What follows belongs to an exercise in optimizing a design on an open flow for small area; a production flow would make more cautious choices. At most, simulation tests tie the RTL to the original design; equivalence was not proved. No functional check of the RTL was part of runs 2 to 5. Power and IR drop assume default switching activity. The clock port is modelled as an ideal driver; clocking choices that lean on that would not hold on a real chip.

### flow/design.v
`default_nettype none
package apb_pkg;
  localparam int WAIT_CNT_W = 4;
  typedef enum logic [1:0] {
    MST_IDLE   = 2'd0,
    MST_SETUP  = 2'd1,
    MST_ACCESS = 2'd2
  } apb_mst_state_t;
  typedef enum logic [0:0] {
    IDLE   = 1'b0,
    ACCESS = 1'b1
  } apb_slv_state_t;
endpackage
`default_nettype wire
`default_nettype none
module apb_mem_array #(
  parameter int DATA_WIDTH = 32,
  parameter int RINGS      = 12
) (
  input  logic                  clk,
  input  logic                  rst_n,
  input  logic                  we,
  input  logic [3:0]            wring,
  input  logic [1:0]            wslot,
  input  logic [DATA_WIDTH-1:0] wdata,    
  input  logic                  rvalid,
  input  logic [3:0]            rring,
  input  logic [1:0]            rslot,
  output logic [DATA_WIDTH-1:0] rdata
);
  localparam int W = DATA_WIDTH;
  logic [RINGS*W-1:0] p0, p1, p2, p3;
  logic [1:0]         u;           
  logic [1:0]         u_in;        
  logic [1:0]         clr_cnt;
  logic               clear;       
  logic               pend;
  logic [3:0]         pend_ring;
  logic [1:0]         pend_slot;
  logic [W-1:0]       wbuf;
  logic               now_ok;      
  logic               pend_go;     
  logic [RINGS-1:0]   ins;
  logic [W-1:0]       ins_data;
  assign u_in     = u - 2'd1;
  assign clear    = !rst_n || (clr_cnt != 2'd0);
  assign now_ok   = (wslot == u_in);
  assign pend_go  = pend && (pend_slot == u_in);
  assign ins_data = clear ? '0 : wbuf;
  always_comb begin
    for (int r = 0; r < RINGS; r++) begin
      ins[r] = clear ||
               (we   && now_ok && (wring == 4'(r))) ||
               (pend_go && (pend_ring == 4'(r)));
    end
  end
  always_ff @(posedge clk) begin
    for (int r = 0; r < RINGS; r++) begin
      p0[r*W +: W] <= ins[r] ? ins_data : p3[r*W +: W];
    end
    p1 <= p0;
    p2 <= p1;
    p3 <= p2;
  end
  always_ff @(posedge clk) begin
    if (!rst_n) begin
      u       <= 2'd0;
      clr_cnt <= 2'd3;
      pend    <= 1'b0;
    end else begin
      u <= u_in;
      if (clr_cnt != 2'd0) clr_cnt <= clr_cnt - 2'd1;
      if (we && !now_ok) begin
        pend      <= 1'b1;
        pend_ring <= wring;
        pend_slot <= wslot;
      end else if (pend_go) begin
        pend <= 1'b0;
      end
    end
  end
  always_ff @(posedge clk) begin
    if (!pend || pend_go) wbuf <= wdata;
  end
  logic [W-1:0] tap;
  logic [W-1:0] rcap;
  logic [W-1:0] rout;
  logic         rd_hit;
  always_comb begin
    tap = '0;
    for (int r = 0; r < RINGS; r++) begin
      if (rring == 4'(r)) tap = tap | p0[r*W +: W];
    end
  end
  assign rd_hit = (rslot == u);
  assign rout = ({W{rvalid &&  rd_hit}} & tap) |
                ({W{rvalid && !rd_hit}} & rcap);
  always_ff @(posedge clk) begin
    rcap <= rout;
  end
  assign rdata = rout;
endmodule
`default_nettype wire
`default_nettype none
module apb_slave_mem #(
  parameter int ADDR_WIDTH  = 16,
  parameter int DATA_WIDTH  = 32,
  parameter int MEM_DEPTH   = 64,
  parameter int RO_BASE     = 48,
  parameter int WAIT_STATES = 2
) (
  input  logic                  pclk,
  input  logic                  preset_n,
  input  logic                  psel,
  input  logic                  penable,
  input  logic                  pwrite,
  input  logic [ADDR_WIDTH-1:0] paddr,
  input  logic [DATA_WIDTH-1:0] pwdata,
  output logic [DATA_WIDTH-1:0] prdata,
  output logic                  pready,
  output logic                  pslverr
);
  logic [1:0] cnt;
  logic       setup;
  logic       in_rw;      
  logic       in_mem;     
  logic       addr_err;
  assign setup    = psel && !penable;
  assign in_mem   = ({1'b0, paddr} < (ADDR_WIDTH+1)'(MEM_DEPTH));
  assign in_rw    = ({1'b0, paddr} < (ADDR_WIDTH+1)'(RO_BASE));
  assign addr_err = pwrite ? !in_rw : !in_mem;
  assign pready  = preset_n && psel && penable && (cnt == 2'(WAIT_STATES + 1));
  assign pslverr = addr_err;
  always_ff @(posedge pclk) begin
    if (!preset_n || !psel) begin
      cnt <= 2'd0;
    end else if (!penable) begin
      cnt <= 2'd1;
    end else if (cnt == 2'(WAIT_STATES + 1)) begin
      cnt <= 2'd0;
    end else if (cnt != 2'd0) begin
      cnt <= cnt + 2'd1;
    end
  end
  apb_mem_array #(
    .DATA_WIDTH (DATA_WIDTH),
    .RINGS      (RO_BASE / 4)
  ) u_mem (
    .clk    (pclk),
    .rst_n  (preset_n),
    .we     (pready && pwrite && in_rw),
    .wring  (paddr[5:2]),
    .wslot  (paddr[1:0]),
    .wdata  (pwdata),
    .rvalid (in_rw),
    .rring  (paddr[5:2]),
    .rslot  (paddr[1:0]),
    .rdata  (prdata)
  );
endmodule
`default_nettype wire
### flow/flow/run.sh
#!/bin/bash
# Own layout flow: the standard ORFS flow (standard.sh), with
#  - synthesis: synth_recipe.tcl unchanged except that the final abc mapping
#    uses an area-oriented script (flow/area.abc) instead of abc_speed.script;
#    registers, flattening and renaming are as in the standard synthesis;
#  - CTS without dummy loads;
#  - CTS, port buffer and repair settings from the variables below.
# Each tool's full output stays in orfs/logs/; make's output goes to make.log.
set -euo pipefail
W=$(pwd)
mkdir -p "$W/areasynth"
# synth.tcl with its abc call replaced by flow/abc_call.tcl
awk -v f="$W/flow/abc_call.tcl" '
  /^  log_cmd abc \{\*\}\$abc_args$/ { while ((getline l < f) > 0) print l; next }
  { print }' "$FLOW_HOME/scripts/synth.tcl" > "$W/areasynth/synth_core.tcl"
grep -q AREA_ABC_SCRIPT "$W/areasynth/synth_core.tcl"
sed "s|^source \$::env(SCRIPTS_DIR)/synth.tcl\$|source $W/areasynth/synth_core.tcl|" \
  "$W/synth_recipe.tcl" > "$W/areasynth/synth.tcl"
grep -q "areasynth/synth_core.tcl" "$W/areasynth/synth.tcl"
export AREA_ABC_SCRIPT="$W/flow/area.abc"

CTS="-sink_clustering_enable -repair_clock_nets -dont_use_dummy_load"
[[ -n "${MY_CTS_EXTRA:-}" ]] && CTS="$CTS $MY_CTS_EXTRA"
source "$W/flow/knobs.sh"

bash "$W/standard.sh" \
  SYNTH_SCRIPT="$W/areasynth/synth.tcl" \
  CTS_ARGS="$CTS $CTS_EXTRA" \
  "${EXTRA_VARS[@]}" \
  finish > "$W/make.log" 2>&1
### flow/flow/abc_call.tcl
  # Area-oriented mapping: the same abc arguments without the speed script
  # and delay target, and this folder's area.abc script instead.
  set area_abc_args {}
  set skip 0
  foreach a $abc_args {
    if { $skip } { set skip 0; continue }
    if { $a eq "-script" || $a eq "-D" } { set skip 1; continue }
    lappend area_abc_args $a
  }
  log_cmd abc -script $::env(AREA_ABC_SCRIPT) {*}$area_abc_args
### flow/flow/area.abc
strash; dc2; dch; amap; topo
### flow/flow/knobs.sh
CTS_EXTRA="-sink_clustering_size 20 -sink_clustering_max_diameter 60 -buf_list sky130_fd_sc_hd__clkbuf_8"
EXTRA_VARS=(BUFFER_PORTS_ARGS="-buffer_cell sky130_fd_sc_hd__buf_1" REMOVE_ABC_BUFFERS=1)
### flow/standard.sh
#!/bin/bash
# synth_recipe.tcl (not shown) runs the flow's synth.tcl, then flattens the netlist and writes it again
# the make line also repeats each setting of config.mk as NAME=value (left out here)
make -C /OpenROAD-flow-scripts/flow DESIGN_CONFIG=/design/flow/config.mk WORK_HOME=/design/flow/orfs CLKGATE_MAP_FILE= SYNTH_SCRIPT=/design/flow/synth_recipe.tcl "${@:-finish}"
### flow/config.mk
export PLATFORM = sky130hd
export DESIGN_NAME = apb_slave_mem
export DESIGN_NICKNAME = apb_slave_mem
export VERILOG_FILES = /design/flow/design.v
export SDC_FILE = /design/flow/constraint.sdc
export NUM_CORES = 4
export LEC_CHECK = 0
export CAP_MARGIN = 0
export CORE_MARGIN = 2
export CORE_UTILIZATION = 40
export SLEW_MARGIN = 0
### flow/constraint.sdc
create_clock -name core_clock -period 5.0 [get_ports {pclk}]
set_input_delay 1.0000 -clock core_clock [delete_from_list [all_inputs] [get_ports {pclk}]]
set_output_delay 1.0000 -clock core_clock [all_outputs]
set_load 0.01 [all_outputs]
==> results of run 1 <==
## logic make-up (layout without fill, tap and decap cells)
logic type | Yosys count | in the layout | synth area share (%)
buffers and inverters | 79 | 332 | 0.761
AOI/OAI and AO/OA | 601 | 601 | 13.2
other | 0 | 2 | 0
adders and majority gates | 3 | 3 | 0.0964
and+or+nand+nor | 158 | 158 | 2.11
DFF | 1613 | 1613 | 83.9
## flip-flops by register name, indices dropped and copies added, names as in the netlist
signal and flops:
cnt 2, u_mem.clr_cnt 2, u_mem.p0 384, u_mem.p1 384
u_mem.p2 384, u_mem.p3 384, u_mem.pend 1, u_mem.pend_ring 4
u_mem.pend_slot 2, u_mem.rcap 32, u_mem.u 2, u_mem.wbuf 32
## final timing paths
kind | start | to | slack [ps]
max | paddr[14] | prdata[28] | 220
max reg2reg | u_mem.u[0] | u_mem.p0[109] | 1110
min reg2reg | u_mem.p1[192] | u_mem.p2[192] | 270
min | u_mem.p1[192] | u_mem.p2[192] | 270
## worst reg2reg max path, stage by stage, from the launching register on
cell      delay (ps)
dfxtp_1          440
clkinv_1         130
o22ai_1          210
nor2_1            70
a211oi_1         930
nand4_1          610
o221ai_4         340
inv_2            560
o22a_1           440
## cells in the final DEF, fill, tap and decap left out, types with 9 or more instances in the layout
cell / instances
a222oi_1: 66
a22oi_1: 39
nand3_1: 17
inv_2: 13
clkbuf_8: 96
nor2b_1: 43
a22o_1: 16
buf_1: 86
o22a_1: 384
nand2_1: 46
nor2_1: 12
o22ai_1: 19
edfxtp_1: 38
o21ai_0: 27
buf_4: 61
nor4_2: 12
a221oi_1: 19
dfxtp_1: 1575
buf_12: 9
o221ai_4: 12
clkinv_1: 65
nand4_1: 17
## cell usage after synthesis (2+ instances only)
library cell  instances
a21boi_0              3
nor4_1               14
a222oi_1             66
a21oi_1               2
clkinv_1             79
o22a_1              384
a2111oi_0             5
ha_1                  3
o22ai_1              19
nand3_1              17
nand4_1              17
a22o_1               16
edfxtp_1             38
and4_1                2
nand2_1              46
o2111ai_1             2
o21bai_1              2
o221ai_1             15
nor2_1               13
a22oi_1              39
a221oi_1             19
o21ai_0              27
nor3_1                2
nor2b_1              43
dfxtp_1            1575
## layout make-up
type / count / area share [%]
Inverter: 79 / 0.690
Clock buffer: 96 / 3.06
Antenna cell: 2 / 0.0116
Sequential cell: 1613 / 75.7
Multi-Input combinational cell: 762 / 14.6
Timing Repair Buffer: 157 / 2.25
Tap cell: 1276 / 3.70
## per-layer routing
layer  up-vias  global-route usage (%)  share of wire, %
met5         -                       0             0.038
met2       619                    31.7                46
met1     10500                    27.5                46
met3       153                    3.97               6.3
li1       9326                       -                 -
met4         6                    5.43               2.2
## power by group
part | leakage, nW | switching, mW | internal (mW)
Clock | 0.690 | 3.61 | 1.73
Combinational | 2.40 | 0.474 | 0.318
Sequential | 13.2 | 0.385 | 14.0
==> impl_results.md, run 1 <==
- Avg Cell Area, Syn: 15.9 sq um
- Worst vdd rail ir drop: 0.000241 V
- CTS sink count: ~1600
- Final TNS setup: 0 ps
- Synth top area share: 80.9%
- Synth-to-Final Area Change: 10.8%
- Clock Tree Buf Depth: 3
- Post-Place Setup Slack: -59.9 ps
- Initial antenna violation count: 5
- Reg2Reg Depth: 8
- Clock Latency Late Sink: 750 ps
- Total global-route track usage: 19.8%
- Final RePlAce weighted congestion: 0.775
- Number of vias per cell: 5.17
- Rel. slew slack: just over 9%
- Final hold vios: 0
- Area of placed instances: 41800 sq um
- MaxCap Viol Count: 0
- Worst Path Buf+Inv: 4
- Outcome: timing/DRC/antenna clean
- Kind of end point of the critical path: output port
- Final setup vio count: 0
- #FFs+latches synth: 1613
- Detailed placement HPWL: 53600 microns
- Final core utilization: 44.7%
- Overflow after GRT: 0
- Routed len/inst: around 25 microns
- Fin crit share: between 90% and 100%
- Final Non-Filler Cells: 3985
- Crit path cell chain: buf_1, nor4_1, nand3_1, o21bai_1, nor3_2, clkinv_2, buf_4, o22ai_1, buf_1
- Hold Buf Count CTS: 0
- Filler cells: about 8400
- First-pass GRT wire length: 146000 microns
- RSZ-0062 raised after global routing: no
- DR iter-0 viols: 1777
- Number of flops mapped to enable cells by yosys: 38
- Synth Instances: 2454
- Sequential area share after synthesis: between 80% and 90%
- Area leader, netlist: dfxtp_1
- Final setup margin: 219 ps
- Chip width: between 300 and 400 microns
- Nets: 2765
- Crit-path slowest cell: o21bai_1
- Final Skew: 100 ps
- Final instance area: 43200 sq um
- Ys Warns: 2
- CP Data Arrival Time: between 3000 and 4000 ps
- CP required: around 4000 ps
- CTS tree: done
- Crit path depth: 9
- CP top delay family: buffers and inverters
- Largest cells by area after synthesis: dfxtp_1 (81%), o22a_1 (8.6%), edfxtp_1 (2.9%), a222oi_1 (1.7%), clkinv_1 (0.76%)
- Crit path launch type: primary input
- H-tree levels: 3
- Hold path cells: 0
- Hold WC Path Type: flop to flop
- CORE AREA: approximately 97000 sq um
- Critical Path Max Stage Delay: 520 ps
- Leakage power: 16.3 nW
- FF/Latch Area: 32700 sq um
- Largest net degree at the start of global routing: 33
- Placed insts: 3887
- DIE AREA: 99900 sq um
- Main synth FF type: dfxtp_1
- Tmin final: between 4000 and 5000 ps
- Via count: 20600
- Synth unique cells: 31
- Top cell by count, worst path: buf_1
- Number of global-route vias before repair: 21600
- Port buffer count: 86
- Critical setup path kind: primary input to output port
- Starting Density: about two fifths
- Die H: approximately 320 microns
- Area of the multi-input gates: 6300 sq um
- Reg clk slew, reported paths: 110 ps
- Power per Cell Area: 476 nW/um^2
- Post-CTS setup repair buffer count: 0
- Final Max Tran Viols: 0
- Total clock buffers created by CTS: 96
- DR pass1 iterations: 7
- Fmax: 0.209 GHz
- Residual DRC count: 0
- Row Count: 114
- Worst-margin pin slew: 1360 ps
- Final ANT Viol Nets: 0
- Top Ports: 87
- Synth Cell Area: 39000 sq um
- Post-CTS Resized: 1
- Post-synth ARST share: 0%
- Power Total: 20.5 mW
- Fraction of layout instances using a drive strength above 1: 7.72%
- Root Buffer: clkbuf_8
- Highest net fanout along the worst path: 8
- Final WL: 99500 microns
- Hold slack: 267 ps
==> run 2: changes to the inputs <==
--- a/flow/design.v
+++ b/flow/design.v
@@ -38,6 +38,7 @@
   logic [3:0]         pend_ring;
   logic [1:0]         pend_slot;
   logic [W-1:0]       wbuf;
+  logic [W-1:0]       wsrc;        
   logic               now_ok;      
   logic               pend_go;     
   logic [RINGS-1:0]   ins;
@@ -46,7 +47,8 @@
   assign clear    = !rst_n || (clr_cnt != 2'd0);
   assign now_ok   = (wslot == u_in);
   assign pend_go  = pend && (pend_slot == u_in);
-  assign ins_data = clear ? '0 : wbuf;
+  assign wsrc     = pend ? wbuf : wdata;
+  assign ins_data = clear ? '0 : wsrc;
   always_comb begin
     for (int r = 0; r < RINGS; r++) begin
       ins[r] = clear ||
@@ -80,7 +82,7 @@
     end
   end
   always_ff @(posedge clk) begin
-    if (!pend || pend_go) wbuf <= wdata;
+    wbuf <= wsrc;
   end
   logic [W-1:0] tap;
   logic [W-1:0] rcap;
==> run 2 against run 1 <==
Still clean. Final area down 0.19%. Utilization about the same. Sequential share of layout area down 0.60 points. Clock power about the same. First-iteration DRC count up 1.4%. Highest routed layer is now met4. Maximum frequency up 5.4%. Synthesized cell count up 2.2%. Via count up 2.4%. Wire length up 1.9%. Combinational power up 3.4%. Worst hold slack better by 23 ps. Clock-buffer cell count down 2.
==> impl_results.md, run 2 <==
- Power Total: 20.5 mW (-0.13%)
- Xor/xnor share of the synthesized area: 0% (unchanged)
- Area leader, netlist: dfxtp_1
- Residual DRC count: 0 (unchanged)
- Worst vdd rail ir drop: 0.000194 V (-20%)
- Ys Warns: 2 (unchanged)
- H-tree levels: 3 (unchanged)
- Reg clk slew, reported paths: 110 ps (about the same)
- Starting Density: 40.3% (-0.043 points)
- Worst hold endpoint: u_mem.p2[333]
- Post-Place Setup Slack: 354 ps (+413 ps)
- Synth unique cells: 32 (+3.2%)
- Post-synth ARST share: 0% (unchanged)
- Die H: 316 microns (-0.12%)
- Highest net fanout along the worst path: 15 (+7)
- Synth Area in Adders: 0.0966% (+0.00025 points)
- Compound-Gate Fraction of Synth Area: 13.9% (+0.71 points)
- Final hold vios: 0 (unchanged)
- Largest net degree at the start of global routing: 34 (+3.0%)
- Total clock buffers created by CTS: 94 (-2.1%)
- Number of flops mapped to enable cells by yosys: 6 (-84%)
- Placed insts: 3948 (+1.6%)
- CP Data Arrival Time: 3540 ps (-240 ps)
- First-pass GRT wire length: 148000 microns (+1.2%)
- Overflow after GRT: 0 (unchanged)
- Filler cells: 8548 (+1.4%)
- Worst-margin pin slew: 1310 ps (-49.7 ps)
- Chip width: 316 microns (-0.12%)
- Synth top area share: 82.8% (+1.9 points)
- Fin crit share: 90.7% (-4.9 points)
- Clock Latency Late Sink: 740 ps (about the same)
- Final TNS setup: 0 ps (unchanged)
- Critical setup path kind: primary input to output port
- Tmin final: 4540 ps (-245 ps)
- Initial antenna violation count: 1 (-4)
- Root Buffer: clkbuf_8
- Final WL: 101000 microns (+1.9%)
- MaxCap Viol Count: 0 (unchanged)
- Final RePlAce weighted congestion: 0.786 (+1.4%)
- Worst R2R Start: u_mem.u[1]
- Commonest non-fill, non-tap cells in the layout: dfxtp_1 (1606), o22a_1 (384), clkinv_1 (99)
- Kind of end point of the critical path: output port
- Hold path cells: 0 (unchanged)
- Synth Instances: 2508 (+2.2%)
- Number of vias per cell: 5.22 (+0.92%)
- Number of global-route vias before repair: 21600 (+0.065%)
- Detailed placement HPWL: 55600 microns (+3.8%)
- Clock Tree Buf Depth: 3 (unchanged)
- #FFs+latches synth: 1613 (unchanged)
- CTS tree: done
- Reg2reg setup slack: 1520 ps (+410 ps)
- Synth-to-Final Area Change: 10.9% (about the same)
- Fmax: 0.220 GHz (+5.4%)
- Hold slack: 290 ps (+23.4 ps)
- RSZ-0062 raised after global routing: no
- Via count: 21100 (+2.4%)
- Final setup vio count: 0 (unchanged)
- Hold path startpoint: u_mem.p1[333]
- Final instance area: 43100 sq um (-0.19%)
- Hold WC Path Type: flop to flop
- Rel. slew slack: 12.5% (+3.3 points)
- Total global-route track usage: 20.1% (+0.29 points)
- Largest family of logic cells by synthesized area: compound AO/OA/AOI/OAI gates
- Reg2Reg Depth: 8 (unchanged)
- CTS sink count: 1613 (unchanged)
- Most common cell in the netlist: dfxtp_1
- CP required: 4000 ps (about the same)
- DR pass1 iterations: 5 (-2)
- Area of placed instances: 41800 sq um (-0.13%)
- Fraction of layout instances using a drive strength above 1: 7.74% (+0.016 points)
- DR iter-0 viols: 1802 (+1.4%)
- Hold Buf Count CTS: 0 (unchanged)
- Final Non-Filler Cells: 4044 (+1.5%)
- Port buffer count: 86 (unchanged)
- DIE AREA: 99700 sq um (-0.25%)
- Final core utilization: 44.7% (about the same)
- Mux share of post-synthesis cell area: 0% (unchanged)
- Sequential area share after synthesis: 83.2% (-0.61 points)
- Largest cells by area after synthesis: dfxtp_1 (83%), o22a_1 (8.7%), a222oi_1 (1.5%), clkinv_1 (1.1%), o22ai_1 (0.82%)
- Top post-synthesis cells by count: dfxtp_1 (1607), o22a_1 (384), clkinv_1 (113), a222oi_1 (59), o22ai_1 (51)
- Final ANT Viol Nets: 0 (unchanged)
- Avg Cell Area, Syn: 15.5 sq um (-2.4%)
- Row Count: 114 (unchanged)
- Main synth FF type: dfxtp_1
- Synth Area in Simple Gates: 1.68% (-0.43 points)
- Final Max Tran Viols: 0 (unchanged)
- Final Skew: 69.8 ps (-30.5 ps)
- Outcome: timing/DRC/antenna clean
- Leakage power: 16.3 nW (+0.21%)
- R2R Path End: u_mem.p0[351]
- Nets: 2824 (+2.1%)
- Top Ports: 87 (unchanged)
- Power per Cell Area: 476 nW/um^2 (about the same)
- Synth Cell Area: 38900 sq um (-0.25%)
- Final setup margin: 464 ps (+245 ps)
- Post-CTS Resized: 0 (-1)
- Post-CTS setup repair buffer count: 0 (unchanged)
- Routed len/inst: 25.1 microns (+0.42%)
- CORE AREA: 96400 sq um (-0.15%)
- Crit path launch type: primary input
- Commonest non-fill, non-tap cell in the layout: dfxtp_1
==> run 2: cell count changes in the layout (fill, tap and decap cells not counted), sizes merged, moves of 12 or more <==
cell / before / now
dfxtp: 1575 / 1607
nor2: 13 / 41
nor2b: 43 / 5
o22ai: 19 / 51
edfxtp: 38 / 6
a221oi: 19 / 31
clkinv: 66 / 99
==> run 2: cell type report <==
type	instances	area (sq um)	area share (%)
antenna	2	5.00	0.0116
sequential	1613	32400	75.1
tap	1276	1600	3.71
multi-input combinational	782	6390	14.8
clock buffer	94	1290	3.00
timing repair buffer	164	1020	2.37
inverter	113	424	0.984
==> run 2: how the worst max path moves through the flow <==
stage                          from            end  depth (start not counted)
after floorplan            paddr[3]  u_mem.p0[352]                          6
after global placement    paddr[11]     prdata[24]                          9
after detailed placement  paddr[11]      prdata[0]                          9
after CTS                 paddr[11]      prdata[0]                          9
after global routing      paddr[11]      prdata[0]                          9
final                     paddr[11]      prdata[5]                          9
==> run 2: cells by family after synthesis <==
logic type / Yosys count
simple gates: 138
flops: 1613
buf+inv: 113
compound gates: 641
fa+ha+maj: 3
==> run 2: routing by layer <==
metal | vias to the layer above | routed length [microns] | GRT usage, %
met3 | 150 | 5590 | 3.17
met4 | 0 | 2370 | 5.78
met2 | 670 | 45700 | 32.0
met5 | - | 0 | 0
met1 | 10800 | 47700 | 28.5
li1 | 9510 | - | -
==> run 2: worst max-delay path: stages <==
cell and delay, ps:
buf_1 170, nor4_1 360, nand3_1 260, o21bai_1 300, nor3_2 220, clkinv_1 340, buf_4 390, o22ai_1 270
buf_1 210
==> run 2: power breakdown <==
group / switching [mW] / internal, mW
sequential: 0.393 / 14.0
clock: 3.62 / 1.70
combinational: 0.487 / 0.332
==> run 3: changes to the inputs <==
--- a/flow/design.v
+++ b/flow/design.v
@@ -30,25 +30,31 @@
 );
   localparam int W = DATA_WIDTH;
   logic [RINGS*W-1:0] p0, p1, p2, p3;
+  logic [2:0]         t8;          
   logic [1:0]         u;           
   logic [1:0]         u_in;        
+  logic [2:0]         t8_in;       
+  logic               pol;         
+  logic               pol_in;      
   logic [1:0]         clr_cnt;
   logic               clear;       
   logic               pend;
   logic [3:0]         pend_ring;
   logic [1:0]         pend_slot;
   logic [W-1:0]       wbuf;
-  logic [W-1:0]       wsrc;        
   logic               now_ok;      
   logic               pend_go;     
   logic [RINGS-1:0]   ins;
   logic [W-1:0]       ins_data;
-  assign u_in     = u - 2'd1;
+  assign t8_in    = rst_n ? t8 - 3'd1 : 3'd0;
+  assign u        = t8[1:0];
+  assign u_in     = t8_in[1:0];
+  assign pol      = t8[2];
+  assign pol_in   = t8_in[2];
   assign clear    = !rst_n || (clr_cnt != 2'd0);
   assign now_ok   = (wslot == u_in);
   assign pend_go  = pend && (pend_slot == u_in);
-  assign wsrc     = pend ? wbuf : wdata;
-  assign ins_data = clear ? '0 : wsrc;
+  assign ins_data = (clear ? '0 : wbuf) ^ {W{pol_in}};
   always_comb begin
     for (int r = 0; r < RINGS; r++) begin
       ins[r] = clear ||
@@ -58,19 +64,18 @@
   end
   always_ff @(posedge clk) begin
     for (int r = 0; r < RINGS; r++) begin
-      p0[r*W +: W] <= ins[r] ? ins_data : p3[r*W +: W];
+      p0[r*W +: W] <= ins[r] ? ins_data : ~p3[r*W +: W];
     end
     p1 <= p0;
     p2 <= p1;
     p3 <= p2;
   end
   always_ff @(posedge clk) begin
+    t8 <= t8_in;
     if (!rst_n) begin
-      u       <= 2'd0;
       clr_cnt <= 2'd3;
       pend    <= 1'b0;
     end else begin
-      u <= u_in;
       if (clr_cnt != 2'd0) clr_cnt <= clr_cnt - 2'd1;
       if (we && !now_ok) begin
         pend      <= 1'b1;
@@ -82,7 +87,7 @@
     end
   end
   always_ff @(posedge clk) begin
-    wbuf <= wsrc;
+    if (!pend || pend_go) wbuf <= wdata;
   end
   logic [W-1:0] tap;
   logic [W-1:0] rcap;
@@ -95,7 +100,7 @@
     end
   end
   assign rd_hit = (rslot == u);
-  assign rout = ({W{rvalid &&  rd_hit}} & tap) |
+  assign rout = ({W{rvalid &&  rd_hit}} & (tap ^ {W{pol}})) |
                 ({W{rvalid && !rd_hit}} & rcap);
   always_ff @(posedge clk) begin
     rcap <= rout;
==> flow/flow/area.abc (replaced) <==
strash; dch; amap; topo
==> run 3 against run 2 <==
Die area fell by 0.52%. Largest power group unchanged. Setup slack got worse by 250 ps. Power rose by 11%. Largest cell class unchanged. Sequential share of layout area rose by 0.20 points. First-iteration DRC count fell by 2.4%. Sequential power rose by 11%.
==> impl_results.md, run 3 <==
- Overflow after GRT: 0 (unchanged)
- Final hold vios: 0 (unchanged)
- Synth-to-Final Area Change: 12.3%
- Synth top area share: 81.6% (-1.2 points)
- Final WL: 98800 microns (-2.6%)
- Commonest non-fill, non-tap cell in the layout: dfxtp_1
- Detailed placement HPWL: 59800 microns (+7.4%)
- Main synth FF type: dfxtp_1
- Critical setup path kind: primary input to output port
- Port buffer count: 86 (unchanged)
- Rel. slew slack: 14.7% (+2.2 points)
- Worst R2R Start: u_mem.t8[0]
- Final Skew: 100 ps (+30.3 ps)
- Initial antenna violation count: 5 (+4)
- CTS tree: done
- Number of flops mapped to enable cells by yosys: 38 (+32)
- Ys Warns: 2 (unchanged)
- #FFs+latches synth: 1614 (+0.062%)
- Worst-margin pin slew: 1280 ps (-30.6 ps)
- Row Count: 114 (unchanged)
- Post-CTS setup repair buffer count: 0 (unchanged)
- Die H: 315 microns (-0.26%)
- Top post-synthesis cells by count: dfxtp_1 (1576), o22ai_1 (388), clkinv_1 (106), a21oi_1 (65), a22oi_1 (64)
- Crit path cell chain: buf_1, nor4_2, buf_12, a222oi_1, o21ai_0, a221o_1, a221o_1, a221o_1, a221oi_2, buf_4, clkinv_1, o221ai_1, o21ai_0, buf_1
- Filler cells: 8450 (-1.1%)
- Post-Place Setup Slack: 40.0 ps (-314 ps)
- Number of global-route vias before repair: 22700 (+4.9%)
- Critical Path Max Stage Delay: 310 ps (-80 ps)
- Commonest non-fill, non-tap cells in the layout: dfxtp_1 (1575), o22ai_1 (388), buf_4 (115)
- CP required: 4000 ps (about the same)
- Reg2reg setup slack: 1200 ps (-320 ps)
- Avg Cell Area, Syn: 14.9 sq um (-4.1%)
- Final ANT Viol Nets: 0 (unchanged)
- Total global-route track usage: 19.7% (-0.39 points)
- Fmax: 0.209 GHz (-5.2%)
- Nets: 2976 (+5.4%)
- Worst Setup SP: paddr[4]
- Synth unique cells: 26 (-19%)
- Largest cells by area after synthesis: dfxtp_1 (82%), o22ai_1 (6.3%), edfxtp_1 (3.0%), a22oi_1 (1.2%), clkinv_1 (1.0%)
- H-tree levels: 3 (unchanged)
- Residual DRC count: 0 (unchanged)
- Top Ports: 87 (unchanged)
- Total clock buffers created by CTS: 98 (+4.3%)
- Fraction of layout instances using a drive strength above 1: 9.32% (+1.6 points)
- Crit path launch type: primary input
- Placed insts: 4095 (+3.7%)
- Reg clk slew, reported paths: 90 ps (-20 ps)
- Number of vias per cell: 5.17 (-1.0%)
- Highest net fanout along the worst path: 13 (-2)
- Most common cell in the netlist: dfxtp_1
- Area leader, netlist: dfxtp_1
- Hold WC Path Type: flop to flop
- Root Buffer: clkbuf_8
- Final Non-Filler Cells: 4196 (+3.8%)
- Final TNS setup: 0 ps (unchanged)
- Leakage power: 16.9 nW (+3.5%)
- Tmin final: 4780 ps (+248 ps)
- Area of the multi-input gates: 5870 sq um (-8.2%)
- Kind of end point of the critical path: output port
- Hold path startpoint: u_mem.p2[263]
- Final RePlAce weighted congestion: 0.798 (+1.6%)
- Power per Cell Area: 525 nW/um^2 (+10%)
- Sequential area share after synthesis: 84.6% (+1.3 points)
- Starting Density: 40.2% (-0.15 points)
- Chip width: 315 microns (-0.26%)
- First-pass GRT wire length: 146000 microns (-1.2%)
- Outcome: timing/DRC/antenna clean
- Post-synth ARST share: 0% (unchanged)
- Clock Tree Buf Depth: 3 (unchanged)
- DR iter-0 viols: 1758 (-2.4%)
- Worst Path Buf+Inv: 5 (+1)
- CP top delay family: compound AO/OA/AOI/OAI gates
- CORE AREA: 96300 sq um (-0.15%)
- DIE AREA: 99100 sq um (-0.52%)
- Via count: 21700 (+2.7%)
- DR pass1 iterations: 6 (+1)
- Routed len/inst: 23.5 microns (-6.1%)
- Final Max Tran Viols: 0 (unchanged)
- Synth Cell Area: 38700 sq um (-0.52%)
- Worst vdd rail ir drop: 0.000242 V (+25%)
- Final setup margin: 217 ps (-248 ps)
- CTS sink count: 1614 (+0.062%)
- Synth Instances: 2602 (+3.7%)
- Largest net degree at the start of global routing: 66 (+94%)
- Final setup vio count: 0 (unchanged)
- CP Data Arrival Time: 3780 ps (+240 ps)
- Area of placed instances: 42000 sq um (+0.53%)
- Fin crit share: 95.7% (+5.0 points)
- RSZ-0062 raised after global routing: no
- Clock Latency Late Sink: 780 ps (+40 ps)
- Crit-path slowest cell: a222oi_1
- MaxCap Viol Count: 0 (unchanged)
- Top cell by count, worst path: a221o_1
- FF/Latch Area: 32700 sq um (+1.1%)
- Final instance area: 43400 sq um (+0.78%)
-- run 3: cell types whose count changed after synthesis, sizes merged, moves of 29 or more --
cell    change
o22ai     +337
o22a      -384
edfxtp     +32
dfxtp      -31
a21oi      +63
a222oi     -29
-- run 3: cell families (layout without fill, tap and decap cells) --
| kind of cell | count (synthesis) | after routing | share of synthesized area, % |
|---|---|---|---|
| DFF | 1614 | 1614 | 84.6 |
| AOI/OAI and AO/OA | 698 | 698 | 12.2 |
| and+or+nand+nor | 180 | 180 | 2.11 |
| buffers and inverters | 106 | 421 | 1.03 |
| adders and majority gates | 4 | 4 | 0.129 |
| other | 0 | 3 | 0 |
-- run 3: timing repair --
item	4_1_cts	5_1_grt
pin swaps	0	0
hold endpoints to repair	0	0
resized for setup	1	12
setup endpoints to repair	1	8
hold buffers	0	0
-- run 3: worst paths after layout --
path,endpoint,cells past startpoint
setup / recovery,prdata[11],14
hold reg to reg,u_mem.p3[263],0
hold / removal,u_mem.p3[263],0
setup reg to reg,u_mem.p0[299],12
-- run 3: layer usage --
metal / share of wire [%] / up-vias / GRT usage [%]
met4: 3.0 / 0 / 6.60
met1: 45 / 10900 / 26.9
met5: 0 / - / 0
met2: 46 / 665 / 31.4
li1: - / 9990 / -
met3: 6.2 / 156 / 4.03
-- run 3: stage by stage --
stage               util, %  power (mW)  hold slack [ps]
floorplan                 -        16.7              310
global placement       43.6        17.5              310
detailed placement     43.6        17.6              312
CTS                    45.0        22.9              272
global route           45.1        23.7              269
finish                 45.1        22.8              270
-- run 3: report_power, final --
| part | total [mW] | switching (mW) | internal [mW] | leakage (nW) |
|---|---|---|---|---|
| Combinational | 1.36 | 0.859 | 0.506 | 2.61 |
| Sequential | 16.0 | 0.805 | 15.2 | 13.6 |
| Clock | 5.40 | 3.63 | 1.77 | 0.705 |
-- run 3: area by class of cell --
| class | count | share of cell area, % |
|---|---|---|
| inverters | 106 | 0.916 |
| clock buffers | 98 | 3.11 |
| repair buffers | 217 | 3.48 |
| diodes | 3 | 0.0173 |
| well taps | 1276 | 3.68 |
| flip-flops and latches | 1614 | 75.3 |
| multi-input cells | 882 | 13.5 |
==> run 4: changes to the inputs <==
==> flow/flow/knobs.sh (replaced) <==
CTS_EXTRA="-sink_clustering_size 20 -sink_clustering_max_diameter 60 -buf_list sky130_fd_sc_hd__clkbuf_8"
EXTRA_VARS=(BUFFER_PORTS_ARGS="-buffer_cell sky130_fd_sc_hd__buf_1")
==> run 4 against run 3 <==
Critical path type unchanged. Critical endpoint is now prdata[23]. Sequential share of layout area is 0.063 points higher. Global-route usage is 0.21 points lower. Largest cell class unchanged. Highest routed layer is now met5. Clock skew is 11 ps higher.
==> impl_results.md, run 4 <==
- Kind of end point of the critical path: output port
- Power per Cell Area: 523 nW/um^2 (-0.32%)
- Largest cells by area after synthesis: dfxtp_1 (82%), o22ai_1 (6.3%), edfxtp_1 (3.0%), a22oi_1 (1.2%), clkinv_1 (1.0%)
- Overflow after GRT: 0 (unchanged)
- Commonest non-fill, non-tap cells in the layout: dfxtp_1 (1575), o22ai_1 (388), clkinv_1 (99)
- Avg Cell Area, Syn: 14.9 sq um (unchanged)
- Largest net degree at the start of global routing: 66 (unchanged)
- Final hold vios: 0 (unchanged)
- Nets: 2940 (-1.2%)
- Crit path launch type: primary input
- Fmax: 0.209 GHz (-0.11%)
- Outcome: timing/DRC/antenna clean
- Total global-route track usage: 19.5% (-0.21 points)
- CTS sink count: 1614 (unchanged)
- Fin crit share: 95.8% (+0.11 points)
- Starting Density: 40.2% (unchanged)
- Final Skew: 111 ps (+10.9 ps)
- Main synth FF type: dfxtp_1
- Hold Buf Count CTS: 0 (unchanged)
- CTS tree: done
- Synth Instances: 2602 (unchanged)
- RSZ-0062 raised after global routing: yes
- CORE AREA: 96300 sq um (unchanged)
- H-tree levels: 3 (unchanged)
- Highest net fanout along the worst path: 14 (+1)
- Int Pwr: 17.4 mW (-0.35%)
- Final core utilization: 45.1% (about the same)
- Clock Tree Buf Depth: 3 (unchanged)
- Clock Latency Late Sink: 770 ps (about the same)
- Root Buffer: clkbuf_8
- Critical setup path kind: primary input to output port
- Final WL: 97800 microns (-1.1%)
- Number of flops mapped to enable cells by yosys: 38 (unchanged)
- Top post-synthesis cells by count: dfxtp_1 (1576), o22ai_1 (388), clkinv_1 (106), a21oi_1 (65), a22oi_1 (64)
- Number of global-route vias before repair: 22400 (-1.1%)
- Die H: 315 microns (unchanged)
- Port buffer count: 86 (unchanged)
- Fraction of layout instances using a drive strength above 1: 8.50% (-0.82 points)
- Hold slack: 269 ps (-1.45 ps)
- Final RePlAce weighted congestion: 0.780 (-2.3%)
- Residual DRC count: 0 (unchanged)
- CP Data Arrival Time: 3790 ps (about the same)
- Syn nets: 2659
- Sequential share of power: 70.6% (+0.3 points)
- Part of the power in combinational logic: 5.9% (about the same)
- DR pass1 iterations: 5 (-1)
- Via count: 21500 (-0.81%)
- Final ANT Viol Nets: 0 (unchanged)
- Clock Power Share: 23.5% (-0.2 points)
- Worst-margin pin slew: 1350 ps (+75.2 ps)
- Final TNS setup: 0 ps (unchanged)
- Most common cell in the netlist: dfxtp_1
- CP required: 4000 ps (about the same)
- Hold WC Path Type: flop to flop
- Routed len/inst: 23.5 microns (-0.21%)
- Commonest non-fill, non-tap cell in the layout: dfxtp_1
- #FFs+latches synth: 1614 (unchanged)
- Rel. slew slack: 9.70% (-5.0 points)
- Synth unique cells: 26 (unchanged)
- DR iter-0 viols: 1711 (-2.7%)
- Reg clk slew, reported paths: 110 ps (+20 ps)
- Detailed placement HPWL: 56600 microns (-5.4%)
- Leakage power: 16.8 nW (-0.59%)
- Switching share of power: 23.2% (-0.044 points)
- Number of vias per cell: 5.17 (about the same)
- Ys Warns: 2 (unchanged)
- Synth top area share: 81.6% (unchanged)
- Area leader, netlist: dfxtp_1
- Final Max Tran Viols: 0 (unchanged)
- Net Sw Power: 5.27 mW (-0.60%)
- Tmin final: 4790 ps (+5.42 ps)
- Top Ports: 87 (unchanged)
- Worst vdd rail ir drop: 0.000200 V (-18%)
- Row Count: 114 (unchanged)
- Chip width: 315 microns (unchanged)
- Synth-to-Final Area Change: 12.2% (about the same)
- Synth Cell Area: 38700 sq um (unchanged)
- Post-synth ARST share: 0% (unchanged)
- DIE AREA: 99100 sq um (unchanged)
- First-pass GRT wire length: 145000 microns (-0.42%)
- Final setup vio count: 0 (unchanged)
- Total clock buffers created by CTS: 95 (-3.1%)
- Initial antenna violation count: 4 (-1)
- Sequential area share after synthesis: 84.6% (unchanged)
- MaxCap Viol Count: 0 (unchanged)
[run 4: kinds of logic after synthesis]
kind of cell             after synthesis  synth area share [%]
buffers and inverters                106                  1.03
flip-flops                          1614                  84.6
AO/OA/AOI/OAI                        698                  12.2
AND/OR/NAND/NOR                      180                  2.11
adder cells (fa/ha/maj)                4                 0.129
[run 4: final timing paths]
check,slack [ps],end,cells past startpoint,start
setup reg to reg,1230,u_mem.p0[178],12,u_mem.t8[0]
hold reg to reg,270,u_mem.p3[197],0,u_mem.p2[197]
hold / removal,270,u_mem.p3[197],0,u_mem.p2[197]
setup / recovery,210,prdata[23],16,paddr[5]
[run 4: cell type report]
class | instances | area (sq um)
antenna | 3 | 7.51
tap | 1276 | 1600
sequential | 1614 | 32700
multi-input combinational | 882 | 6020
clock buffer | 95 | 1310
inverter | 106 | 429
fill | 8468 | 52900
timing repair buffer | 184 | 1340
[run 4: per-layer routing]
| layer | vias up | global-route usage (%) | share of wire (%) | routed length, microns |
|---|---|---|---|---|
| met5 | - | 0 | 0.012 | 12 |
| met4 | 2 | 5.95 | 2.5 | 2420 |
| met3 | 138 | 2.82 | 5.7 | 5530 |
| met2 | 635 | 30.4 | 45 | 43900 |
| met1 | 10800 | 28.2 | 47 | 45900 |
| li1 | 9913 | - | - | - |
[run 4: worst max-delay path, cell delays in order]
cell,delay [ps]
buf_1,150
buf_12,190
nor4_4,70
buf_12,170
buf_4,180
a222oi_1,280
nand2_1,100
a221oi_1,320
nand2_1,140
a221oi_1,240
nand2_1,110
a221oi_2,230
clkinv_1,100
o221ai_1,200
o21ai_0,160
buf_1,150
[run 4: power groups by stage]
stage               Combinational [mW]  Clock [mW]  Sequential [mW]
floorplan                        0.750           0             16.0
global placement                  1.29           0             16.2
detailed placement                1.33           0             16.3
CTS                               1.34        5.44             16.0
global route                      1.45        5.89             16.2
finish                            1.35        5.33             16.0
[run 4: through the flow]
step | instance area (sq um) | worst slack [ps] | power, mW | instances
final | 43400 | 211 | 22.7 | 4160
after detailed placement | 42000 | 70.6 | 17.6 | 4062
after global placement | 42000 | 94.8 | 17.5 | 4062
after floorplan | 38900 | -537 | 16.7 | 2602
after global routing | 43400 | -2.34 | 23.6 | 4159
after CTS | 43300 | 46.2 | 22.8 | 4157
[run 4: what timing repair did]
action / CTS / global route
resized for setup: 0 / 10
setup endpoints to repair: 0 / 8
setup buffers: 0 / 0
==> run 5: changes to the inputs <==
==> flow/flow/knobs.sh (replaced) <==
CTS_EXTRA="-sink_clustering_size 30 -sink_clustering_max_diameter 100"
EXTRA_VARS=(BUFFER_PORTS_ARGS="-buffer_cell sky130_fd_sc_hd__buf_1")
==> run 5 against run 4 <==
Clock skew decreased by 67 ps. Critical path depth is the same. Register-to-register slack worse by 20 ps. Final area rose by 0.37%. Via count fell by 0.93%. Non-clock buffer count unchanged. Critical endpoint unchanged.
==> impl_results.md, run 5 <==
- Hold slack: 294 ps (+25.5 ps)
- Area of the multi-input gates: 6020 sq um (unchanged)
- Worst vdd rail ir drop: 0.000330 V (+65%)
- Placed insts: 4062 (unchanged)
- Outcome: timing/DRC/antenna clean
- CTS sink count: 1614 (unchanged)
- Final setup vio count: 0 (unchanged)
- Fmax: 0.209 GHz (about the same)
- Syn nets: 2659 (unchanged)
- RSZ-0062 raised after global routing: yes
- Nets: 2904 (-1.2%)
- Number of vias per cell: 5.17 (about the same)
- Post-Place Setup Slack: 70.6 ps (unchanged)
- Hold Buf Count CTS: 0 (unchanged)
- FF/Latch Area: 32700 sq um (unchanged)
- Die H: 315 microns (unchanged)
- Leakage power: 16.8 nW (+0.26%)
- Critical setup path kind: primary input to output port
- Overflow after GRT: 0 (unchanged)
- Crit-path slowest cell: a221oi_1
- Final RePlAce weighted congestion: 0.780 (unchanged)
- Ant diodes: 0 (-3)
- Row Count: 114 (unchanged)
- Port buffer count: 86 (unchanged)
- Top cell by count, worst path: nand2_1
- First-pass GRT wire length: 144000 microns (-0.89%)
- Top Ports: 87 (unchanged)
- Number of flops mapped to enable cells by yosys: 38 (unchanged)
- Fraction of layout instances using a drive strength above 1: 7.35% (-1.2 points)
- Tmin final: 4790 ps (+3.80 ps)
- Fin crit share: 95.9% (about the same)
- Starting Density: 40.2% (unchanged)
- Highest net fanout along the worst path: 14 (unchanged)
- Top post-synthesis cells by count: dfxtp_1 (1576), o22ai_1 (388), clkinv_1 (106), a21oi_1 (65), a22oi_1 (64)
- Reg clk slew, reported paths: 100 ps (about the same)
- Largest net degree at the start of global routing: 66 (unchanged)
- Clock Tree Buf Depth: 3 (unchanged)
- Ys Warns: 2 (unchanged)
- DIE AREA: 99100 sq um (unchanged)
- Residual DRC count: 0 (unchanged)
- Critical Path Max Stage Delay: 320 ps (about the same)
- MaxCap Viol Count: 0 (unchanged)
- Hold path startpoint: u_mem.p2[112]
- Final Skew: 44.3 ps (-66.7 ps)
- Most common cell in the netlist: dfxtp_1
- Number of global-route vias before repair: 22000 (-2.0%)
- Initial antenna violation count: 3 (-1)
- #FFs+latches synth: 1614 (unchanged)
- Total clock buffers created by CTS: 59 (-38%)
- Area of placed instances: 42000 sq um (unchanged)
- Sequential area share after synthesis: 84.6% (unchanged)
- Commonest non-fill, non-tap cell in the layout: dfxtp_1
- Routed len/inst: 23.6 microns (+0.23%)
- DR pass1 iterations: 6 (+1)
- Synth-to-Final Area Change: 12.6%
- Power per Cell Area: 530 nW/um^2 (+1.3%)
- Final hold vios: 0 (unchanged)
- Main synth FF type: dfxtp_1
- DR iter-0 viols: 1868 (+9.2%)
- Synth unique cells: 26 (unchanged)
- Synth Cell Area: 38700 sq um (unchanged)
- Final ANT Viol Nets: 0 (unchanged)
- Hold WC Path Type: flop to flop
- Worst R2R Start: u_mem.t8[0]
- CP required: 4000 ps (about the same)
- Final instance area: 43500 sq um (+0.37%)
- Final Max Tran Viols: 0 (unchanged)
- Final setup margin: 207 ps (-3.80 ps)
- Power Total: 23.1 mW (+1.7%)
- Largest cells by area after synthesis: dfxtp_1 (82%), o22ai_1 (6.3%), edfxtp_1 (3.0%), a22oi_1 (1.2%), clkinv_1 (1.0%)
- Worst hold endpoint: u_mem.p3[112]
- Clock Latency Late Sink: 660 ps (-110 ps)
- Final Non-Filler Cells: 4121 (-0.94%)
- Filler cells: 8425 (-0.51%)
- Hold path cells: 0 (unchanged)
- Rel. slew slack: 11.0% (+1.3 points)
- Detailed placement HPWL: 56600 microns (unchanged)
- CP Data Arrival Time: 3790 ps (about the same)
- Synth top area share: 81.6% (unchanged)
- Crit path cell chain: buf_1, buf_12, nor4_4, buf_12, buf_4, a222oi_1, nand2_1, a221oi_1, nand2_1, a221oi_1, nand2_1, a221oi_2, clkinv_1, o221ai_1, o21ai_0, buf_1
- Worst-margin pin slew: 1330 ps (-20.1 ps)
- Post-CTS Resized: 0 (unchanged)
- Area leader, netlist: dfxtp_1
- Worst Path Buf+Inv: 6 (unchanged)
- Total global-route track usage: 19.3% (-0.24 points)
- Avg Cell Area, Syn: 14.9 sq um (unchanged)
- H-tree levels: 2 (-1)
- Reg2reg setup slack: 1210 ps (-20 ps)
- Chip width: 315 microns (unchanged)
- CTS tree: done
- Final WL: 97100 microns (-0.70%)
- Reg2Reg Depth: 12 (unchanged)
- Post-synth ARST share: 0% (unchanged)
- R2R Path End: u_mem.p0[171]
- Via count: 21300 (-0.93%)
- Crit path launch type: primary input
- Post-CTS setup repair buffer count: 0 (unchanged)
- CP top delay family: compound AO/OA/AOI/OAI gates
- Synth Instances: 2602 (unchanged)
- Root Buffer: clkbuf_16
- Commonest non-fill, non-tap cells in the layout: dfxtp_1 (1575), o22ai_1 (388), clkinv_1 (99)
- Kind of end point of the critical path: output port
- CORE AREA: 96300 sq um (unchanged)
run 5: worst max path at each step:
stage | to | cells past startpoint | from
after floorplan | u_mem.p0[258] | 10 | preset_n
after global placement | prdata[6] | 15 | paddr[5]
after detailed placement | prdata[6] | 15 | paddr[5]
after CTS | prdata[6] | 15 | paddr[5]
after global routing | prdata[6] | 15 | paddr[5]
final | prdata[23] | 16 | paddr[5]
run 5: metrics by stage:
step                      TNS [ps]  util, %
after floorplan             -83350        -
after global routing         -3.12     45.2
after global placement           0     43.6
after detailed placement         0     43.6
after CTS                        0     45.2
final                            0     45.2
run 5: cell families after synthesis:
kind of cell | Yosys count | share of synthesized area (%)
adder cells (fa/ha/maj) | 4 | 0.129
AND/OR/NAND/NOR | 180 | 2.11
buffers and inverters | 106 | 1.03
flip-flops | 1614 | 84.6
AO/OA/AOI/OAI | 698 | 12.2
run 5: worst reg2reg max path, cell delays in order (launching register included):
cell      delay, ps
dfxtp_1         420
clkinv_1        110
ha_1            350
nor2_4          150
clkinv_2         80
a21oi_1         190
o221ai_2        150
nand2b_4        200
or3_1           460
o21ai_4         810
clkinv_1        220
buf_4           320
o22ai_1         250
run 5: where the power goes:
part / switching (mW) / total (mW) / internal [mW]
registers: 0.799 / 16.0 / 15.2
logic: 0.851 / 1.35 / 0.496
clock network: 3.58 / 5.71 / 2.13
total: 5.23 / 23.1 / 17.9
run 5: metal layers:
layer / global-route usage, % / part of all wire [%] / up-vias
met1: 28.2 / 47 / 10700
met5: 0 / 0 / -
met4: 5.10 / 2.6 / 0
met3: 2.46 / 5.2 / 135
li1: - / - / 9851
met2: 30.3 / 45 / 632
run 5: area by class of cell:
cell class	count	area share, %
multi-input cells	882	13.8
flip-flops and latches	1614	75.1
repair buffers	184	3.07
inverters	106	0.986
clock buffers	59	3.39
well taps	1276	3.67
==> run 6: changes to the inputs <==
--- a/flow/design.v
+++ b/flow/design.v
@@ -30,64 +30,57 @@
 );
   localparam int W = DATA_WIDTH;
   logic [RINGS*W-1:0] p0, p1, p2, p3;
-  logic [2:0]         t8;          
   logic [1:0]         u;           
   logic [1:0]         u_in;        
-  logic [2:0]         t8_in;       
-  logic               pol;         
-  logic               pol_in;      
   logic [1:0]         clr_cnt;
   logic               clear;       
   logic               pend;
   logic [3:0]         pend_ring;
   logic [1:0]         pend_slot;
   logic [W-1:0]       wbuf;
-  logic               now_ok;      
-  logic               pend_go;     
+  logic [W-1:0]       wsrc;        
+  logic               wr_act;
+  logic [3:0]         wr_ring;
+  logic [1:0]         wr_slot;
+  logic               wr_go;       
   logic [RINGS-1:0]   ins;
   logic [W-1:0]       ins_data;
-  assign t8_in    = rst_n ? t8 - 3'd1 : 3'd0;
-  assign u        = t8[1:0];
-  assign u_in     = t8_in[1:0];
-  assign pol      = t8[2];
-  assign pol_in   = t8_in[2];
+  assign u_in     = u - 2'd1;
   assign clear    = !rst_n || (clr_cnt != 2'd0);
-  assign now_ok   = (wslot == u_in);
-  assign pend_go  = pend && (pend_slot == u_in);
-  assign ins_data = (clear ? '0 : wbuf) ^ {W{pol_in}};
+  assign wr_act   = pend || we;
+  assign wr_ring  = pend ? pend_ring : wring;
+  assign wr_slot  = pend ? pend_slot : wslot;
+  assign wr_go    = wr_act && (wr_slot == u_in);
+  assign wsrc     = pend ? wbuf : wdata;
+  assign ins_data = clear ? '0 : wsrc;
   always_comb begin
     for (int r = 0; r < RINGS; r++) begin
-      ins[r] = clear ||
-               (we   && now_ok && (wring == 4'(r))) ||
-               (pend_go && (pend_ring == 4'(r)));
+      ins[r] = clear || (wr_go && (wr_ring == 4'(r)));
     end
   end
   always_ff @(posedge clk) begin
     for (int r = 0; r < RINGS; r++) begin
-      p0[r*W +: W] <= ins[r] ? ins_data : ~p3[r*W +: W];
+      p0[r*W +: W] <= ins[r] ? ins_data : p3[r*W +: W];
     end
     p1 <= p0;
     p2 <= p1;
     p3 <= p2;
   end
   always_ff @(posedge clk) begin
-    t8 <= t8_in;
     if (!rst_n) begin
+      u       <= 2'd0;
       clr_cnt <= 2'd3;
       pend    <= 1'b0;
     end else begin
+      u <= u_in;
       if (clr_cnt != 2'd0) clr_cnt <= clr_cnt - 2'd1;
-      if (we && !now_ok) begin
-        pend      <= 1'b1;
-        pend_ring <= wring;
-        pend_slot <= wslot;
-      end else if (pend_go) begin
-        pend <= 1'b0;
-      end
+      pend <= wr_act && !wr_go;
     end
+    pend_ring <= wr_ring;
+    pend_slot <= wr_slot;
   end
   always_ff @(posedge clk) begin
-    if (!pend || pend_go) wbuf <= wdata;
+    wbuf <= wsrc;
   end
   logic [W-1:0] tap;
   logic [W-1:0] rcap;
@@ -100,7 +93,7 @@
     end
   end
   assign rd_hit = (rslot == u);
-  assign rout = ({W{rvalid &&  rd_hit}} & (tap ^ {W{pol}})) |
+  assign rout = ({W{rvalid &&  rd_hit}} & tap) |
                 ({W{rvalid && !rd_hit}} & rcap);
   always_ff @(posedge clk) begin
     rcap <= rout;
==> flow/flow/run.sh (replaced) <==
#!/bin/bash
# Own layout flow: the standard ORFS flow (standard.sh), with
#  - synthesis: synth_recipe.tcl unchanged except that the final abc mapping
#    uses an area-oriented script instead of abc_speed.script; registers,
#    flattening and renaming are as in the standard synthesis. Each script
#    in flow/abc_scripts.txt is tried and the one giving the smallest
#    synthesized area is kept;
#  - CTS without dummy loads, and the CTS, port buffer and repair settings
#    in flow/knobs.sh.
# Each tool's full output stays in orfs/logs/ (the synthesis trials' logs in
# trials/); make's output goes to make.log and trials/N/make.log.
set -euo pipefail
W=$(pwd)
mkdir -p "$W/areasynth" "$W/trials"
# synth.tcl with its abc call replaced by flow/abc_call.tcl
awk -v f="$W/flow/abc_call.tcl" '
  /^  log_cmd abc \{\*\}\$abc_args$/ { while ((getline l < f) > 0) print l; next }
  { print }' "$FLOW_HOME/scripts/synth.tcl" > "$W/areasynth/synth_core.tcl"
grep -q AREA_ABC_SCRIPT "$W/areasynth/synth_core.tcl"
sed "s|^source \$::env(SCRIPTS_DIR)/synth.tcl\$|source $W/areasynth/synth_core.tcl|" \
  "$W/synth_recipe.tcl" > "$W/areasynth/synth.tcl"
grep -q "areasynth/synth_core.tcl" "$W/areasynth/synth.tcl"

CTS="-sink_clustering_enable -repair_clock_nets -dont_use_dummy_load"
source "$W/flow/knobs.sh"
REPORTS="$W/orfs/reports/$FLOW_PLATFORM/apb_slave_mem/base"

run_std() {
  bash "$W/standard.sh" \
    SYNTH_SCRIPT="$W/areasynth/synth.tcl" \
    CTS_ARGS="$CTS $CTS_EXTRA" \
    "${EXTRA_VARS[@]}" \
    "$@"
}

# Synthesis trials: one per abc script.
best=""
best_area=""
n=0
while IFS= read -r script; do
  [[ -z "$script" ]] && continue
  n=$((n + 1))
  mkdir -p "$W/trials/$n"
  printf '%s\n' "$script" > "$W/trials/$n/area.abc"
  rm -rf "$W/orfs"
  export AREA_ABC_SCRIPT="$W/trials/$n/area.abc"
  if run_std synth > "$W/trials/$n/make.log" 2>&1; then
    area=$(awk '/Chip area for module/ {a=$NF} END {print a}' "$REPORTS/synth_stat.txt")
    cp "$REPORTS/synth_stat.txt" "$W/trials/$n/"
    echo "trial $n: area $area: $script" >> "$W/trials/summary.txt"
    if [[ -n "$area" ]] && { [[ -z "$best_area" ]] || awk -v a="$area" -v b="$best_area" 'BEGIN {exit !(a < b)}'; }; then
      best=$n
      best_area=$area
    fi
  else
    echo "trial $n: failed: $script" >> "$W/trials/summary.txt"
  fi
done < "$W/flow/abc_scripts.txt"
[[ -n "$best" ]]
echo "kept trial $best ($best_area)" >> "$W/trials/summary.txt"

# The layout, with the kept script.
rm -rf "$W/orfs"
export AREA_ABC_SCRIPT="$W/trials/$best/area.abc"
run_std finish > "$W/make.log" 2>&1
==> flow/flow/abc_scripts.txt (new file) <==
strash; dch; amap; topo
strash; dc2; dch; amap; topo
strash; dch -f; amap; topo
strash; balance; rewrite; refactor; balance; rewrite -z; refactor -z; dch; amap; topo
strash; dch; amap -F 2 -A 4; topo
strash; dc2; dch -f; amap; topo
==> flow/flow/knobs.sh (replaced) <==
CTS_EXTRA="-sink_clustering_size 20 -sink_clustering_max_diameter 60 -buf_list sky130_fd_sc_hd__clkbuf_8"
EXTRA_VARS=(BUFFER_PORTS_ARGS="-buffer_cell sky130_fd_sc_hd__buf_1" REMOVE_ABC_BUFFERS=1)
removed: flow/flow/area.abc
==> run 6 against run 5 <==
Still clean on timing, DRC and antenna. Setup slack improved by 81 ps. Sequential share of layout area increased by 0.12 points. Sequential cell count decreased by 1. Power decreased by 17%. Die area increased by 0.42%. Non-clock buffer count decreased by 36. Combinational power decreased by 67%. Critical path type unchanged. Largest power group unchanged.
==> impl_results.md, run 6 <==
- Reg2reg setup slack: 2350 ps (+1140 ps)
- Synth Instances: 2869 (+10%)
- R2R Path End: u_mem.p0[298]
- Highest net fanout along the worst path: 18 (+4)
- Area leader, netlist: dfxtp_1
- Critical setup path kind: primary input to output port
- Commonest non-fill, non-tap cell in the layout: dfxtp_1
- Power Total: 19.2 mW (-17%)
- Post-CTS Resized: 0 (unchanged)
- Die H: 316 microns (+0.21%)
- Fmax: 0.212 GHz (+1.7%)
- Overflow after GRT: 0 (unchanged)
- Part of the power in combinational logic: 2.3% (-3.5 points)
- Leakage power: 16.1 nW (-4.2%)
- Synth Cell Area: 38800 sq um (+0.43%)
- Clock Latency Late Sink: 760 ps (+100 ps)
- Worst hold endpoint: u_mem.p2[200]
- RSZ-0062 raised after global routing: no
- Area of the multi-input gates: 6500 sq um (+8.0%)
- Hold path startpoint: u_mem.p1[200]
- Detailed placement HPWL: 48300 microns (-15%)
- Port buffer count: 86 (unchanged)
- Final ANT Viol Nets: 0 (unchanged)
- Sequential share of power: 69.8% (+0.4 points)
- Switching share of power: 21.1% (-1.5 points)
- Starting Density: 40.3% (+0.11 points)
- #FFs+latches synth: 1613 (-0.062%)
- Crit path launch type: primary input
- Power per Cell Area: 448 nW/um^2 (-16%)
- Synth-to-Final Area Change: 10.6%
- Residual DRC count: 0 (unchanged)
- Synth unique cells: 27 (+3.8%)
- Filler cells: 8869 (+5.3%)
- Via count: 20400 (-4.2%)
- First-pass GRT wire length: 123000 microns (-14%)
- Post-Place Setup Slack: 268 ps (+198 ps)
- Final RePlAce weighted congestion: 0.733 (-6.0%)
- Worst vdd rail ir drop: 0.000182 V (-45%)
- Number of global-route vias before repair: 20100 (-8.7%)
- Worst R2R Start: u_mem.u[0]
- DR pass1 iterations: 6 (unchanged)
- Top post-synthesis cells by count: dfxtp_1 (1613), nand2_1 (441), o21ai_0 (424), a222oi_1 (59), clkinv_1 (55)
- Ys Warns: 2 (unchanged)
- Kind of end point of the critical path: output port
- Outcome: timing/DRC/antenna clean
- Final core utilization: 44.5% (-0.69 points)
- Final Max Tran Viols: 0 (unchanged)
- Reg clk slew, reported paths: 110 ps (about the same)
- Worst-margin pin slew: 1080 ps (-250 ps)
- Most common cell in the netlist: dfxtp_1
- Clock Power Share: 27.9% (+3.2 points)
- Hold Buf Count CTS: 0 (unchanged)
- Tmin final: 4710 ps (-80.6 ps)
- CP required: 4000 ps (about the same)
- Reg2Reg Depth: 11 (-1)
- DR iter-0 viols: 1534 (-18%)
- Final setup margin: 288 ps (+80.6 ps)
- Hold WC Path Type: flop to flop
- Largest cells by area after synthesis: dfxtp_1 (83%), o21ai_0 (5.5%), nand2_1 (4.3%), a222oi_1 (1.5%), a221o_1 (0.93%)
- Fraction of layout instances using a drive strength above 1: 6.10% (-1.2 points)
- FF/Latch Area: 32300 sq um (-1.2%)
- Total clock buffers created by CTS: 98 (+66%)
- CTS sink count: 1613 (-0.062%)
- Initial antenna violation count: 4 (+1)
- MaxCap Viol Count: 0 (unchanged)
- CTS tree: done
- Placed insts: 4293 (+5.7%)
- Commonest non-fill, non-tap cells in the layout: dfxtp_1 (1612), nand2_1 (440), o21ai_0 (424)
- Row Count: 114 (unchanged)
- Root Buffer: clkbuf_8
- Avg Cell Area, Syn: 13.5 sq um (-8.9%)
- Final Non-Filler Cells: 4395 (+6.6%)
- CP Data Arrival Time: 3710 ps (-80 ps)
- Top Ports: 87 (unchanged)
- Number of vias per cell: 4.64 (-10%)
- Nets: 3173 (+9.3%)
- Net Sw Power: 4.06 mW (-22%)
- Chip width: 316 microns (+0.21%)
- Final WL: 81500 microns (-16%)
- Rel. slew slack: 27.5% (+16 points)
- Total global-route track usage: 16.4% (-2.9 points)
- H-tree levels: 3 (+1)
- Final setup vio count: 0 (unchanged)
- Int Pwr: 15.2 mW (-15%)
- Synth top area share: 83.2% (+1.6 points)
- Routed len/inst: 18.5 microns (-21%)
- Final hold vios: 0 (unchanged)
- Sequential area share after synthesis: 83.2% (-1.4 points)
- Clock Tree Buf Depth: 3 (unchanged)
- CORE AREA: 96400 sq um (+0.15%)
- Final TNS setup: 0 ps (unchanged)
- Number of flops mapped to enable cells by yosys: 0 (-100%)
- Fin crit share: 94.2% (-1.6 points)
- Post-CTS setup repair buffer count: 0 (unchanged)
- Largest net degree at the start of global routing: 65 (-1.5%)
- Main synth FF type: dfxtp_1
- Hold path cells: 0 (unchanged)
- DIE AREA: 99600 sq um (+0.42%)
- Post-synth ARST share: 0% (unchanged)
- Final Skew: 93.5 ps (+49.2 ps)
-- run 6: cell types whose count changed in the layout (fill, tap and decap cells not counted), moves of 45 or more --
cell / delta
o21ai_0: +387
nand2_1: +381
o22ai_1: -377
clkbuf_8: +98
a21oi_1: -61
clkbuf_16: -59
clkinv_1: -45
-- run 6: through the flow --
| stage | hold WS, ps | instance area (sq um) |
|---|---|---|
| floorplan | 310 | 38800 |
| global placement | 310 | 41600 |
| detailed placement | 312 | 41600 |
| CTS | 241 | 42900 |
| global route | 233 | 42900 |
| finish | 244 | 42900 |
-- run 6: worst max-delay path by stage --
| stage | cells past startpoint | from | slack [ps] | endpoint |
|---|---|---|---|---|
| 6_report | 10 | paddr[3] | 290 | prdata[18] |
| 3_3_place_gp | 10 | paddr[3] | 360 | prdata[18] |
| 3_5_place_dp | 10 | paddr[4] | 270 | prdata[3] |
| 4_1_cts | 10 | paddr[4] | 270 | prdata[3] |
| 5_1_grt | 10 | paddr[3] | 70 | prdata[18] |
| 2_1_floorplan | 9 | paddr[2] | -650 | prdata[26] |
-- run 6: critical path, cell delays in order --
cell and delay (ps):
buf_1 420, clkinv_1 390, nor4_2 480, buf_4 430, a221o_1 270, a221o_1 140
a221o_1 110, o21ai_0 80, o21ai_0 190, buf_1 200
-- run 6: logic make-up after synthesis --
group                      share of synthesized area (%)
AOI/OAI and AO/OA                                   10.3
adders and majority gates                         0.0967
buffers and inverters                              0.532
DFF                                                 83.2
and+or+nand+nor                                     5.87
-- run 6: power groups by stage --
stage	combinational, mW	clock [mW]	sequential (mW)
global placement	0.450	0	13.7
finish	0.451	5.36	13.4
detailed placement	0.454	0	13.7
global route	0.491	5.99	13.5
floorplan	0.197	0	13.7
CTS	0.456	5.53	13.4
-- run 6: cell type report --
class	instances	area share (%)
clock buffer	98	3.14
sequential	1613	75.2
timing repair buffer	148	2.30
tap	1276	3.72
multi-input combinational	1201	15.1
inverter	55	0.481
antenna	4	0.0233
-- run 6: routing by layer --
metal	wire [microns]	track usage (%)	up-vias	part of all wire, %
met5	10	0	-	0.012
met3	3680	2.70	102	4.5
li1	-	-	10200	-
met1	42300	24.9	9729	52
met2	34000	24.2	345	42
met4	1500	4.01	2	1.8

separate check: timing with driven ports:
No port has a modelled driver above. Below, the same layouts with a new extraction and two added sets of constraints. Step 1, drivers: a clkbuf_16 drives pclk and a buf_2 each remaining input, both assumed. Step 2 also shifts input and output timing later by t, the mid clock arrival at the registers, as if the neighbouring blocks saw the same clock. a / b / c = no drivers / after step 1 / after step 2; a / b = the first two.
run	t, ns	setup WS [ns]	cell pins on the clock port's net
run 1	0.761	0.219 / 0.199 / 0.199	1
run 2	0.765	0.464 / 0.442 / 0.442	1
run 3	0.792	0.217 / 0.137 / 0.137	1
run 4	0.774	0.211 / 0.189 / 0.189	1
run 5	0.712	0.207 / 0.186 / 0.186	1
run 6	0.766	0.288 / 0.189 / 0.189	1
After both steps setup and hold are still met in every run listed. For run 6, which loses most, drivers alone change the setup slack by -0.099 ns; drivers and shift together by -0.099 ns.
